This is an optimization exercise on Yosys and OpenROAD, whose aim is a short achievable clock period and few clock cycles per item, not a production implementation.
RTL that was checked went through simulation tests only; none was proved equivalent to the original.
The clock port is modelled as an ideal driver; clocking choices that lean on that would not hold on a real chip.
Power figures rest on the tool's default switching activity, not on a simulated workload.

== the reference run ==
==> flow/design.v (excerpt) <==
module rx_capture_burst_writer #(
  parameter int SAMPLE_W   = 16,
  parameter int CHANNELS   = 2,
  parameter int ADDR_W     = 32,
  parameter int BURST_LEN  = 8,
  parameter int FIFO_DEPTH = 16,
  localparam int DATA_W    = SAMPLE_W * CHANNELS,
  localparam int BC_W      = $clog2(BURST_LEN) + 1
) (
  input  logic              clk_clk,
  input  logic              reset_reset_n,
  input  logic              start,
  input  logic              stop,
  input  logic [ADDR_W-1:0] cfg_base,
  input  logic [ADDR_W-1:0] cfg_words,
  input  logic              in_valid,
  output logic              in_ready,
  input  logic [DATA_W-1:0] in_data,
  output logic [ADDR_W-1:0] avm_address,
  output logic              avm_write,
  output logic [DATA_W-1:0] avm_writedata,
  output logic [BC_W-1:0]   avm_burstcount,
  input  logic              avm_waitrequest,
  output logic              busy,
  output logic [ADDR_W-1:0] wr_ptr,
  output logic [rx_cap_pkg::CNT_W-1:0]  wrap_count,
  output logic              overflow,
  output logic [rx_cap_pkg::CNT_W-1:0]  drop_count
);
Size in the first run: roughly 780 flip-flops, ~240 I/O pins, roughly 33000 um^2 of cells after synthesis.
make LEC_CHECK=0 ABC_CLOCK_PERIOD_IN_PS=2000 CAP_MARGIN=20 CORE_MARGIN=2 CORE_UTILIZATION=40 SETUP_SLACK_MARGIN=3.6 SLEW_MARGIN=20 TNS_END_PERCENT=100 finish   # period 5.5 ns
run.sh (not shown) runs the stock make flow with config.mk's settings and CLKGATE_MAP_FILE= SYNTH_SCRIPT=/design/flow/synth_recipe.tcl, a recipe that flattens the netlist after the stock synthesis.
The reference run | stages: all done | timing, DRC, antenna: all pass
Testbench counts of the reference run, summed over its fixed seeds: cycles 19,975, samples 19,015.
The inputs of the trial run differ from those of the reference run as listed below.
- changing SETUP_SLACK_MARGIN from 3.6 to 3.2
## What came out
- The trial run was carried through to the last stage, and its layout satisfied the timing, design-rule and antenna checks.
- From the reference run to the trial run the numbers moved as follows: flip-flop and latch power did not really move, fmax went down.
- What the reference run reported for routed wire length has to be multiplied by 0.903 to get the figure for the trial run.
- | share of power burned in registers | the trial run vs the reference run | 2.6 points higher |


== the previous run ==
rx_capture_burst_writer, a different RTL version from the one above (not shown whole).
For scale: ~1,700 cells after synthesis, roughly 610 flip-flops, about 240 I/O pins, about 0.024 mm² of cells after synthesis.
clock: 5.5 ns
lec_check: 0
abc_clock_period_in_ps: 2000
cap_margin: 20
core_margin: 2
core_utilization: 40
cts_cluster_diameter: 80
cts_cluster_size: 20
setup_slack_margin: 3.6
slew_margin: 20
tns_end_percent: 100
standard.sh (not shown) runs the stock make flow with config.mk's settings and CLKGATE_MAP_FILE= SYNTH_SCRIPT=/design/flow/synth_recipe.tcl, a recipe that flattens the netlist after the stock synthesis.
==> flow/flow/run.sh <==
#!/bin/bash
set -euo pipefail
export POST_CTS_TCL="$PWD/flow/drop_root.tcl"
bash standard.sh > standard_make.log 2>&1
==> flow/flow/drop_root.tcl <==
set block [ord::get_db_block]
set port_net [[$block findBTerm clk_clk] getNet]
set port_loads [$port_net getITerms]
if {[llength $port_loads] == 1} {
  set root [[lindex $port_loads 0] getInst]
  set master [[$root getMaster] getName]
  set out_net ""
  foreach it [$root getITerms] {
    if {[$it isOutputSignal]} { set out_net [$it getNet] }
  }
  if {[string match "sky130_fd_sc_hd__clkbuf_*" $master] && $out_net ne ""} {
    set sinks {}
    set all_bufs 1
    foreach it [$out_net getITerms] {
      if {[$it getInst] eq $root} { continue }
      lappend sinks $it
      if {![string match "sky130_fd_sc_hd__clkbuf_*" [[[$it getInst] getMaster] getName]]} {
        set all_bufs 0
      }
    }
    if {[llength $sinks] >= 1 && [llength $sinks] <= 4 && $all_bufs} {
      foreach it $sinks {
        $it disconnect
        $it connect $port_net
      }
      puts "drop_root: removed [$root getName], port drives [llength $sinks] buffers"
      odb::dbInst_destroy $root
      odb::dbNet_destroy $out_net
    } else {
      puts "drop_root: root [$root getName] drives [llength $sinks] sinks, kept"
    }
  }
}
The previous run ended with every stage complete and zero timing, DRC or antenna violations.
Testbench counts of the previous run, summed over its fixed seeds: cycles 19,879, samples 19,015.
The following lists how the current run was set up differently from the previous run:
Settings: CTS_CLUSTER_SIZE no longer set, was 20; CTS_CLUSTER_DIAMETER no longer set, was 80.
==> flow/run.sh (new file) <==
#!/bin/bash
# synth_recipe.tcl (not shown) runs the flow's synth.tcl, then flattens the netlist and writes it again
# the make line also repeats each setting of config.mk as NAME=value (left out here)
make -C /OpenROAD-flow-scripts/flow DESIGN_CONFIG=/design/flow/config.mk WORK_HOME=/design/flow/orfs CLKGATE_MAP_FILE= SYNTH_SCRIPT=/design/flow/synth_recipe.tcl finish
removed: flow/flow/run.sh
removed: flow/flow/drop_root.tcl
removed: flow/standard.sh
[summary]
The previous run vs the current run, library cell contributing the largest single delay on the critical path: sky130_fd_sc_hd__a221oi_4 vs sky130_fd_sc_hd__dfrtp_1
Comparing the previous run and the current run, the lower slew at the pin closest to its max-slew limit is on the current run.
Summary — final net count, the current run relative to the previous run: higher, by 1.0%.
Of the previous run and the current run, the previous run shows the lower switching component of the power, with the current run above it.
The current run vs. the previous run: overall routed net length went up 0.91%; critical path depth went down 9; worst supply voltage drop on vdd went down about 15%.
Between the current run and the previous run, the sequential power figures differ only marginally.
The previous run ended up with in_valid as its critical path startpoint; the current run ended up with avm_writedata[24]$_DFFE_PN0P_.
Of the two values seen for kind of critical path, in -> reg was produced by the previous run and reg -> out by the current run.
Per the comparison of the current run with the previous run, worst reg-to-reg setup slack went up; part of the total power dissipated in the clock network went up; non-clock buffer count went down; final worst slack did not really move.


rx_capture_burst_writer, a different RTL version from the one above (not shown whole).
For scale: ~540 flip-flops, about 240 I/O pins, about 22,000 um^2 of cells after synthesis.
Settings: LEC_CHECK=0, ABC_CLOCK_PERIOD_IN_PS=2000, CAP_MARGIN=20, CORE_MARGIN=2, CORE_UTILIZATION=40, CTS_CLUSTER_DIAMETER=80, CTS_CLUSTER_SIZE=20, SETUP_SLACK_MARGIN=3.6, SLEW_MARGIN=20, TNS_END_PERCENT=100; clock period 5.5 ns.
run.sh (not shown) runs the stock make flow with config.mk's settings and CLKGATE_MAP_FILE= SYNTH_SCRIPT=/design/flow/synth_recipe.tcl, a recipe that flattens the netlist after the stock synthesis.
Stock flow here: none of the scripts above is used.
Change:
- CTS_CLUSTER_DIAMETER: 80 -> unset
- CTS_CLUSTER_SIZE: 20 -> unset
Result: Via count rises slightly. Final area went up by a few percent. First-iteration DRC count rose by about a fifth. Synthesized area is unchanged. Core utilization grows by 1.3 points.
No functional check of the RTL was part of any run of this note.


rx_capture_burst_writer, a different RTL version from the one above (not shown whole).
Size: ~2,000 cells after synthesis, about 660 flip-flops, roughly 27,000 sq um of cells after synthesis.
==> flow/config.mk <==
export PLATFORM = sky130hd
export DESIGN_NAME = rx_capture_burst_writer
export DESIGN_NICKNAME = rx_capture_burst_writer
export VERILOG_FILES = /design/flow/design.v
export SDC_FILE = /design/flow/constraint.sdc
export NUM_CORES = 4
export LEC_CHECK = 0
export ABC_CLOCK_PERIOD_IN_PS = 2000
export CAP_MARGIN = 20
export CORE_MARGIN = 2
export CORE_UTILIZATION = 40
export CTS_CLUSTER_DIAMETER = 60
export CTS_CLUSTER_SIZE = 14
export SETUP_SLACK_MARGIN = 3.6
export SLEW_MARGIN = 20
export TNS_END_PERCENT = 100
==> flow/constraint.sdc <==
create_clock -name core_clock -period 5.5 [get_ports {clk_clk}]
set_input_delay 1.1000 -clock core_clock [delete_from_list [all_inputs] [get_ports {clk_clk}]]
set_output_delay 1.1000 -clock core_clock [all_outputs]
set_load 0.01 [all_outputs]
standard.sh (not shown) runs the stock make flow with config.mk's settings and CLKGATE_MAP_FILE= SYNTH_SCRIPT=/design/flow/synth_recipe.tcl, a recipe that flattens the netlist after the stock synthesis.
==> flow/flow/run.sh <==
#!/bin/bash
set -euo pipefail
export POST_CTS_TCL="$PWD/flow/drop_root.tcl"
bash standard.sh > standard_make.log 2>&1
==> flow/flow/drop_root.tcl <==
set block [ord::get_db_block]
set port_net [[$block findBTerm clk_clk] getNet]
set port_loads [$port_net getITerms]
if {[llength $port_loads] == 1} {
  set root [[lindex $port_loads 0] getInst]
  set master [[$root getMaster] getName]
  set out_net ""
  foreach it [$root getITerms] {
    if {[$it isOutputSignal]} { set out_net [$it getNet] }
  }
  if {[string match "sky130_fd_sc_hd__clkbuf_*" $master] && $out_net ne ""} {
    set sinks {}
    set all_bufs 1
    foreach it [$out_net getITerms] {
      if {[$it getInst] eq $root} { continue }
      lappend sinks $it
      if {![string match "sky130_fd_sc_hd__clkbuf_*" [[[$it getInst] getMaster] getName]]} {
        set all_bufs 0
      }
    }
    if {[llength $sinks] >= 1 && [llength $sinks] <= 4 && $all_bufs} {
      foreach it $sinks {
        $it disconnect
        $it connect $port_net
      }
      puts "drop_root: removed [$root getName], port drives [llength $sinks] buffers"
      odb::dbInst_destroy $root
      odb::dbNet_destroy $out_net
    } else {
      puts "drop_root: root [$root getName] drives [llength $sinks] sinks, kept"
    }
  }
}
Testbench counts at the start, summed over its fixed seeds: cycles 19,975, samples 19,015.
Rerun with:
--- a/flow/config.mk
+++ b/flow/config.mk
@@ -12,2 +12,3 @@
-export CTS_CLUSTER_DIAMETER = 60
-export CTS_CLUSTER_SIZE = 14
+export CTS_CLUSTER_DIAMETER = 80
+export CTS_CLUSTER_SIZE = 20
+export PLACE_DENSITY = 0.8
What happened: Non-clock buffer count stays the same. Clock-buffer cell count came out lower by 29. Final area fell by about 1.7%. Via count increases by about 2.7%.
Rerun with:
--- a/flow/config.mk
+++ b/flow/config.mk
@@ -11 +11 @@
-export CORE_UTILIZATION = 40
+export CORE_UTILIZATION = 55
@@ -14 +13,0 @@
-export PLACE_DENSITY = 0.8
After rerunning: The new run ran to the end with no violations. Design area is lower by 1.2%. Non-clock buffer count is lower by 3. Worst hold slack gets worse by 0.029 ns. Utilization is higher by 18 points. Synthesized area is unchanged. Setup slack gets worse by 0.010 ns. Power is lower by about 0.33%. Sequential cell count is unchanged.
Rerun with:
--- a/flow/config.mk
+++ b/flow/config.mk
@@ -11 +11 @@
-export CORE_UTILIZATION = 55
+export CORE_UTILIZATION = 40
Result:
- global-route usage fell by 7.4 points
- core utilization came out lower by 18 points
- via count decreases slightly
- clock power rises slightly
- worst hold slack gets better by 0.030 ns
- maximum frequency went up slightly
- clock skew hardly moves
Rerun with:
--- a/flow/config.mk
+++ b/flow/config.mk
@@ -12,2 +12,2 @@
-export CTS_CLUSTER_DIAMETER = 80
-export CTS_CLUSTER_SIZE = 20
+export CTS_CLUSTER_DIAMETER = 100
+export CTS_CLUSTER_SIZE = 28
The changed run completed with no timing, DRC or antenna violations. Routed wire length shrinks by 2.7%. Power goes down by about 5%. Global-route usage shrinks by 0.27 points. Clock skew increases by 0.0062 ns. Setup slack gets worse by 0.087 ns. Maximum frequency decreases by 4.0%. Via count came out lower by about 1.3%.

-- what the ideal ports hide --
No port has a modelled driver above. Below, the same layouts with a new extraction and two added sets of constraints.
Step 1 assumes that a clkbuf_16 drives the clock port and a buf_2 every other input.
Step 2 also shifts input and output timing later by t, the mid clock arrival at the registers, as if the neighbouring blocks saw the same clock.
Three values: ideal, step 1, step 2; two values: the first two.
run	shift t [ns]	slack for setup (ns)	worst setup path after step 2	worst data-port slew with drivers (ns)	cell pins on the clock port's net
the reference run	0.685	3.038 / 3.030 / 2.344	input to register	0.11	1
the trial run	0.687	2.990 / 2.928 / 2.305	input to register	0.12	1
the previous run	0.535	3.172 / 3.236 / 2.701	input to register	0.11	4
the current run	0.662	3.174 / 3.115 / 2.705	input to register	0.11	1
the first run of note 3	0.643	2.986 / 2.999 / 2.357	input to register	0.09	1
the second run of note 3	0.683	2.988 / 3.011 / 2.328	input to register	0.10	1
the first run of note 4	0.558	3.351 / 3.234 / 2.953	input to register	0.15	4
the second run of note 4	0.514	3.403 / 3.285 / 2.941	input to register	0.11	4
the third run of note 4	0.524	3.393 / 3.268 / 2.920	input to register	0.12	4
the fourth run of note 4	0.524	3.402 / 3.277 / 3.026	input to register	0.11	4
the fifth run of note 4	0.546	3.315 / 3.235 / 3.055	input to register	0.10	2
After both steps every run listed still meets setup and hold. For the reference run, which loses most, drivers alone change the setup slack by -0.008 ns; drivers and shift together by -0.694 ns.
